Background: an optimization exercise with open tools, aiming at small area. Do not read the settings as production practice. The RTL was checked by simulation tests, not by an equivalence proof against the original design. Power is estimated from default activity; no workload was simulated.

run 1:
## fft_peak_detect
module fft_peak_detect #(
    parameter int width   = 16,
    parameter int N_2     = 5,
    parameter int SKIP_DC = 1
) (
    input  logic                 clk,
    input  logic                 reset,
    input  logic                 in_valid,
    input  logic [2*width-1:0]   in_data,
    input  logic [2*width-1:0]   threshold,
    output logic                 busy,
    output logic                 result_valid,
    input  logic                 result_ack,
    output logic [N_2-1:0]       peak_idx,
    output logic [2*width-1:0]   peak_mag,
    output logic                 peak_found
);
Settings: LEC_CHECK=0, CAP_MARGIN=0, CORE_MARGIN=2, CORE_UTILIZATION=60, SLEW_MARGIN=0, SYNTH_HIERARCHICAL=1; clock period 8.0 ns.
standard.sh (not shown) runs the stock make flow with config.mk's settings and CLKGATE_MAP_FILE= SYNTH_SCRIPT=/design/flow/synth_recipe.tcl, a recipe that flattens the netlist after the stock synthesis.
==> flow/flow/run.sh <==
#!/bin/bash
set -e
export BUFFER_PORTS_ARGS="-buffer_cell sky130_fd_sc_hd__buf_1"
export CTS_ARGS="-sink_clustering_enable -repair_clock_nets -dont_use_dummy_load -buf_list sky130_fd_sc_hd__clkbuf_8 -sink_clustering_size 20"
bash standard.sh > standard.log 2>&1
Run 1 has completed all stages; timing, DRC and antenna checks passed.
diff inputs: run 1 => run 2
- GPL_TIMING_DRIVEN: unset -> 0
Run 2 finished all stages; the layout is clean.
Against run 1, run 2 comes in 1.3 points lower on global-route usage.
Global-route track usage on met2 came out lower on run 2 than on run 1.
Looking at time the worst path needs with I/O delays and setup across run 1 and run 2, the one that comes out lower is run 1.
Number of global-route vias before repair, run 2 vs run 1: down by a few percent
Run 2 ended with less worst hold slack than run 1.
Compared with run 1, in run 2 share of power burned in combinational logic went down; actual transition at the worst max-transition pin went down.
Input changes introduced in run 3 (baseline for comparison: run 2):
- clearing GPL_TIMING_DRIVEN, which used to be 0
==> flow/flow/run.sh <==
#!/bin/bash
set -e
export BUFFER_PORTS_ARGS="-buffer_cell sky130_fd_sc_hd__buf_1"
export CTS_ARGS="-sink_clustering_enable -repair_clock_nets -dont_use_dummy_load -buf_list sky130_fd_sc_hd__clkbuf_4 -sink_clustering_size 8"
bash standard.sh > standard.log 2>&1
--- outcome ---
Across run 3 and run 2, none had a timing, DRC or antenna violation.
Between run 2 and run 3, sum of routed wire length over all layers increased.
Re number of H-tree levels: no difference whatsoever between run 3 and run 2.
Comparing combinational cell fraction of total power for run 3 and run 2, the bigger number came from run 3.
Sort run 3 and run 2 by worst path required time asc -> top: run 2
Run 2 → run 3: met3 track demand over resource in global routing now sits higher, sequential cell area share now sits at about the same level, logic depth of the worst path, buffers included now sits lower, worst slew slack as a fraction of its limit now sits lower.

== garnet ==
fft_peak_detect, a different RTL version from the one above (not shown whole).
For scale: roughly 960 cells after synthesis, ~76 flip-flops, roughly 110 I/O pins.
clock: 8.0 ns
lec_check: 0
cap_margin: 0
core_margin: 2
core_utilization: 60
gpl_timing_driven: 0
place_density: 0.8
slew_margin: 0
synth_hierarchical: 1
==> flow/flow/run.sh <==
#!/bin/bash
set -e
export REMOVE_ABC_BUFFERS=1
export BUFFER_PORTS_ARGS="-buffer_cell sky130_fd_sc_hd__buf_1"
export CTS_ARGS="-sink_clustering_enable -repair_clock_nets -dont_use_dummy_load -buf_list sky130_fd_sc_hd__clkbuf_8 -sink_clustering_size 20"
bash standard.sh > standard.log 2>&1
Setup changes, garnet to cedar
# garnet
export LEC_CHECK = 0
export CAP_MARGIN = 0
export CORE_MARGIN = 2
export CORE_UTILIZATION = 60
export GPL_TIMING_DRIVEN = 0
export PLACE_DENSITY = 0.8
export SLEW_MARGIN = 0
export SYNTH_HIERARCHICAL = 1
create_clock -name core_clock -period 8.0 [get_ports {clk}]
# cedar
export LEC_CHECK = 0
export CAP_MARGIN = 0
export CORE_MARGIN = 2
export CORE_UTILIZATION = 60
export GPL_TIMING_DRIVEN = 0
export SLEW_MARGIN = 0
export SYNTH_HIERARCHICAL = 1
create_clock -name core_clock -period 8.0 [get_ports {clk}]
==> flow/flow/run.sh <==
#!/bin/bash
set -e
export BUFFER_PORTS_ARGS="-buffer_cell sky130_fd_sc_hd__buf_1"
export CTS_ARGS="-sink_clustering_enable -repair_clock_nets -dont_use_dummy_load -buf_list sky130_fd_sc_hd__clkbuf_8 -sink_clustering_size 40 -sink_clustering_max_diameter 120"
bash standard.sh > standard.log 2>&1
[summary]
[compare] base=garnet new=cedar: growth of design area from synthesis to finish grew by 1.3 points; internal power of the cells stayed essentially flat; routed wire length on met3 dropped about 30%.
Changes in ember relative to cedar:
# cedar
export LEC_CHECK = 0
export CAP_MARGIN = 0
export CORE_MARGIN = 2
export CORE_UTILIZATION = 60
export GPL_TIMING_DRIVEN = 0
export SLEW_MARGIN = 0
export SYNTH_HIERARCHICAL = 1
create_clock -name core_clock -period 8.0 [get_ports {clk}]
# ember
export LEC_CHECK = 0
export CAP_MARGIN = 0
export CORE_MARGIN = 2
export CORE_UTILIZATION = 75
export GPL_TIMING_DRIVEN = 0
export PLACE_DENSITY = 0.8
export SLEW_MARGIN = 0
export SYNTH_HIERARCHICAL = 1
create_clock -name core_clock -period 8.0 [get_ports {clk}]
==> flow/flow/run.sh <==
#!/bin/bash
set -e
export REMOVE_ABC_BUFFERS=1
export BUFFER_PORTS_ARGS="-buffer_cell sky130_fd_sc_hd__buf_1"
export CTS_ARGS="-sink_clustering_enable -repair_clock_nets -dont_use_dummy_load -buf_list sky130_fd_sc_hd__clkbuf_8 -sink_clustering_size 20"
bash standard.sh > standard.log 2>&1
Findings:
Sort cedar and ember by portion of total power attributed to combinational logic asc -> top: cedar
Measured against ember, the die area of cedar comes out at 1.2 times the reference value.
Summary of the comparison: global routing usage on met3 is higher in ember, relative to cedar.
Average vias per placed instance, ember vs cedar: up by a little under 10%
In the flow results for cedar and ember, the aggregate global-route resource usage is larger on ember.
cedar → ember: cell area lower; minimum setup slack in the final design higher; wire length on met3 higher.
--- input diff ember..violet ---
# ember
export LEC_CHECK = 0
export CAP_MARGIN = 0
export CORE_MARGIN = 2
export CORE_UTILIZATION = 75
export GPL_TIMING_DRIVEN = 0
export PLACE_DENSITY = 0.8
export SLEW_MARGIN = 0
export SYNTH_HIERARCHICAL = 1
create_clock -name core_clock -period 8.0 [get_ports {clk}]
# violet
export LEC_CHECK = 0
export CAP_MARGIN = 0
export CORE_MARGIN = 2
export CORE_UTILIZATION = 60
export GPL_TIMING_DRIVEN = 0
export SLEW_MARGIN = 0
export SYNTH_HIERARCHICAL = 1
create_clock -name core_clock -period 8.0 [get_ports {clk}]
==> comparison <==
- The worst hold slack was comparable across violet and ember.
- Power of the combinational group: ember vs violet — no meaningful difference
- The final layouts of violet and ember pass the timing, design-rule and antenna checks.
- violet has more setup slack than ember.
- As of violet, wire length had risen by a few percent compared to ember.
- Global-route usage over all layers in violet is 6.5 points below ember.
The inputs of willow differ from those of violet as listed below.
==> flow/flow/run.sh <==
#!/bin/bash
set -e
export BUFFER_PORTS_ARGS="-buffer_cell sky130_fd_sc_hd__buf_1"
export CTS_ARGS="-sink_clustering_enable -repair_clock_nets -dont_use_dummy_load -buf_list sky130_fd_sc_hd__clkbuf_8 -sink_clustering_size 20"
bash standard.sh > standard.log 2>&1
Results
- [compare] base=violet new=willow: total non-filler cell area in the finished layout went up; worst setup timing slack at the placement stage now smaller.
- From violet to willow the numbers moved as follows: part of the power in combinational logic down 0.4 points, cell count up 40.

fft_peak_detect, a different RTL version from the one above (not shown whole).
For scale: about 990 cells after synthesis, roughly 76 flip-flops, about 110 I/O pins.
export LEC_CHECK = 0
export CAP_MARGIN = 20
export CORE_MARGIN = 2
export CORE_UTILIZATION = 40
export SLEW_MARGIN = 20
export SYNTH_HIERARCHICAL = 1
create_clock -name core_clock -period 8.0 [get_ports {clk}]
==> flow/flow/run.sh <==
#!/bin/bash
set -e
cp standard.sh standard_sh_copy.txt
cp config.mk config_mk_copy.txt
export BUFFER_PORTS_ARGS="-buffer_cell sky130_fd_sc_hd__buf_1"
bash standard.sh > standard.log 2>&1
Rerun with:
==> flow/run.sh (new file) <==
#!/bin/bash
# synth_recipe.tcl (not shown) runs the flow's synth.tcl, then flattens the netlist and writes it again
# the make line also repeats each setting of config.mk as NAME=value (left out here)
make -C /OpenROAD-flow-scripts/flow DESIGN_CONFIG=/design/flow/config.mk WORK_HOME=/design/flow/orfs CLKGATE_MAP_FILE= SYNTH_SCRIPT=/design/flow/synth_recipe.tcl finish
removed: flow/flow/run.sh
removed: flow/standard.sh
Result:
- fmax is lower by 1.6%
- global-route usage barely changes
- final area is higher by 6.3%
- count of clock-buffer cells in the layout is lower by 3
- sequential share of layout area is lower by 0.96 points
- synthesized cell count is unchanged
- final cell count is higher by 0.42%
- wire length is higher by 1.2%
- via count is lower by 1.3%

Setup of build 30:
fft_peak_detect, a different RTL version from the one above (not shown whole).
For scale: about 950 cells after synthesis, roughly 110 I/O pins.
clock: 8.0 ns
lec_check: 0
cap_margin: 0
core_margin: 2
core_utilization: 85
gpl_timing_driven: 0
place_density: 0.9
slew_margin: 0
synth_hierarchical: 1
==> flow/flow/run.sh <==
#!/bin/bash
set -e
export REMOVE_ABC_BUFFERS=1
export BUFFER_PORTS_ARGS="-buffer_cell sky130_fd_sc_hd__buf_1"
export CTS_ARGS="-sink_clustering_enable -repair_clock_nets -dont_use_dummy_load -buf_list sky130_fd_sc_hd__clkbuf_8 -sink_clustering_size 20"
bash standard.sh > standard.log 2>&1
--- input diff build 30..build 68 ---
diff --git a/flow/config.mk b/flow/config.mk
--- a/flow/config.mk
+++ b/flow/config.mk
@@ -9,5 +9,5 @@
 export CORE_MARGIN = 2
-export CORE_UTILIZATION = 85
+export CORE_UTILIZATION = 75
 export GPL_TIMING_DRIVEN = 0
-export PLACE_DENSITY = 0.9
+export PLACE_DENSITY = 0.8
 export SLEW_MARGIN = 0
## What came out
- Build 68 reached the final stage; the timing, design-rule and antenna checks on its layout passed.
- Per the comparison of build 68 with build 30, share of power burned in the clock network increased 0.5 points, combinational power share fell by 1.8 points, final wirelength decreased 26%.

## re-timing with driven ports
Ports are ideal in the flow. The routed layouts listed here were re-timed in OpenROAD.
Step 1 (the two cells are an assumption about what drives the block):
set clk [get_ports {clk}]
set_driving_cell -lib_cell sky130_fd_sc_hd__clkbuf_16 $clk
set_driving_cell -lib_cell sky130_fd_sc_hd__buf_2 [delete_from_list [all_inputs] $clk]
Step 2 adds t to the input delays and takes it off the output delays; t is the mean of the earliest and latest rising clock arrival at the registers after step 1. Input paths then give back, and output paths get back, about the clock's delay inside the block.
Three values: ideal ports, drivers, drivers and shift; two values: the first two.
run | t, ns | setup WS [ns] | worst data-port slew with drivers (ns)
run 1 | 0.364 | 0.863 / 0.872 / 0.508 | 0.04
run 2 | 0.369 | 0.490 / 0.501 / 0.132 | 0.03
run 3 | 0.427 | 0.919 / 0.930 / 0.503 | 0.04
garnet | 0.376 | 0.413 / 0.419 / 0.044 | 0.06
cedar | 0.375 | 0.313 / 0.323 / -0.052 | 0.06
ember | 0.360 | 0.419 / 0.425 / 0.065 | 0.03
violet | 0.373 | 0.531 / 0.545 / 0.172 | 0.03
willow | 0.375 | 0.313 / 0.323 / -0.052 | 0.06
the first run of note 3 | 0.360 | 0.466 / 0.484 / 0.123 | 0.04
the second run of note 3 | 0.367 | 0.342 / 0.359 / -0.009 | 0.05
build 30 | 0.365 | 0.171 / 0.178 / -0.188 | 0.05
build 68 | 0.370 | 0.507 / 0.516 / 0.146 | 0.04
With both steps, setup timing fails in cedar, willow, the second run of note 3 and build 30, where it was met with ideal ports. The setup slack of run 3, which loses most, moves by +0.011 ns with the drivers and by -0.416 ns with both steps.
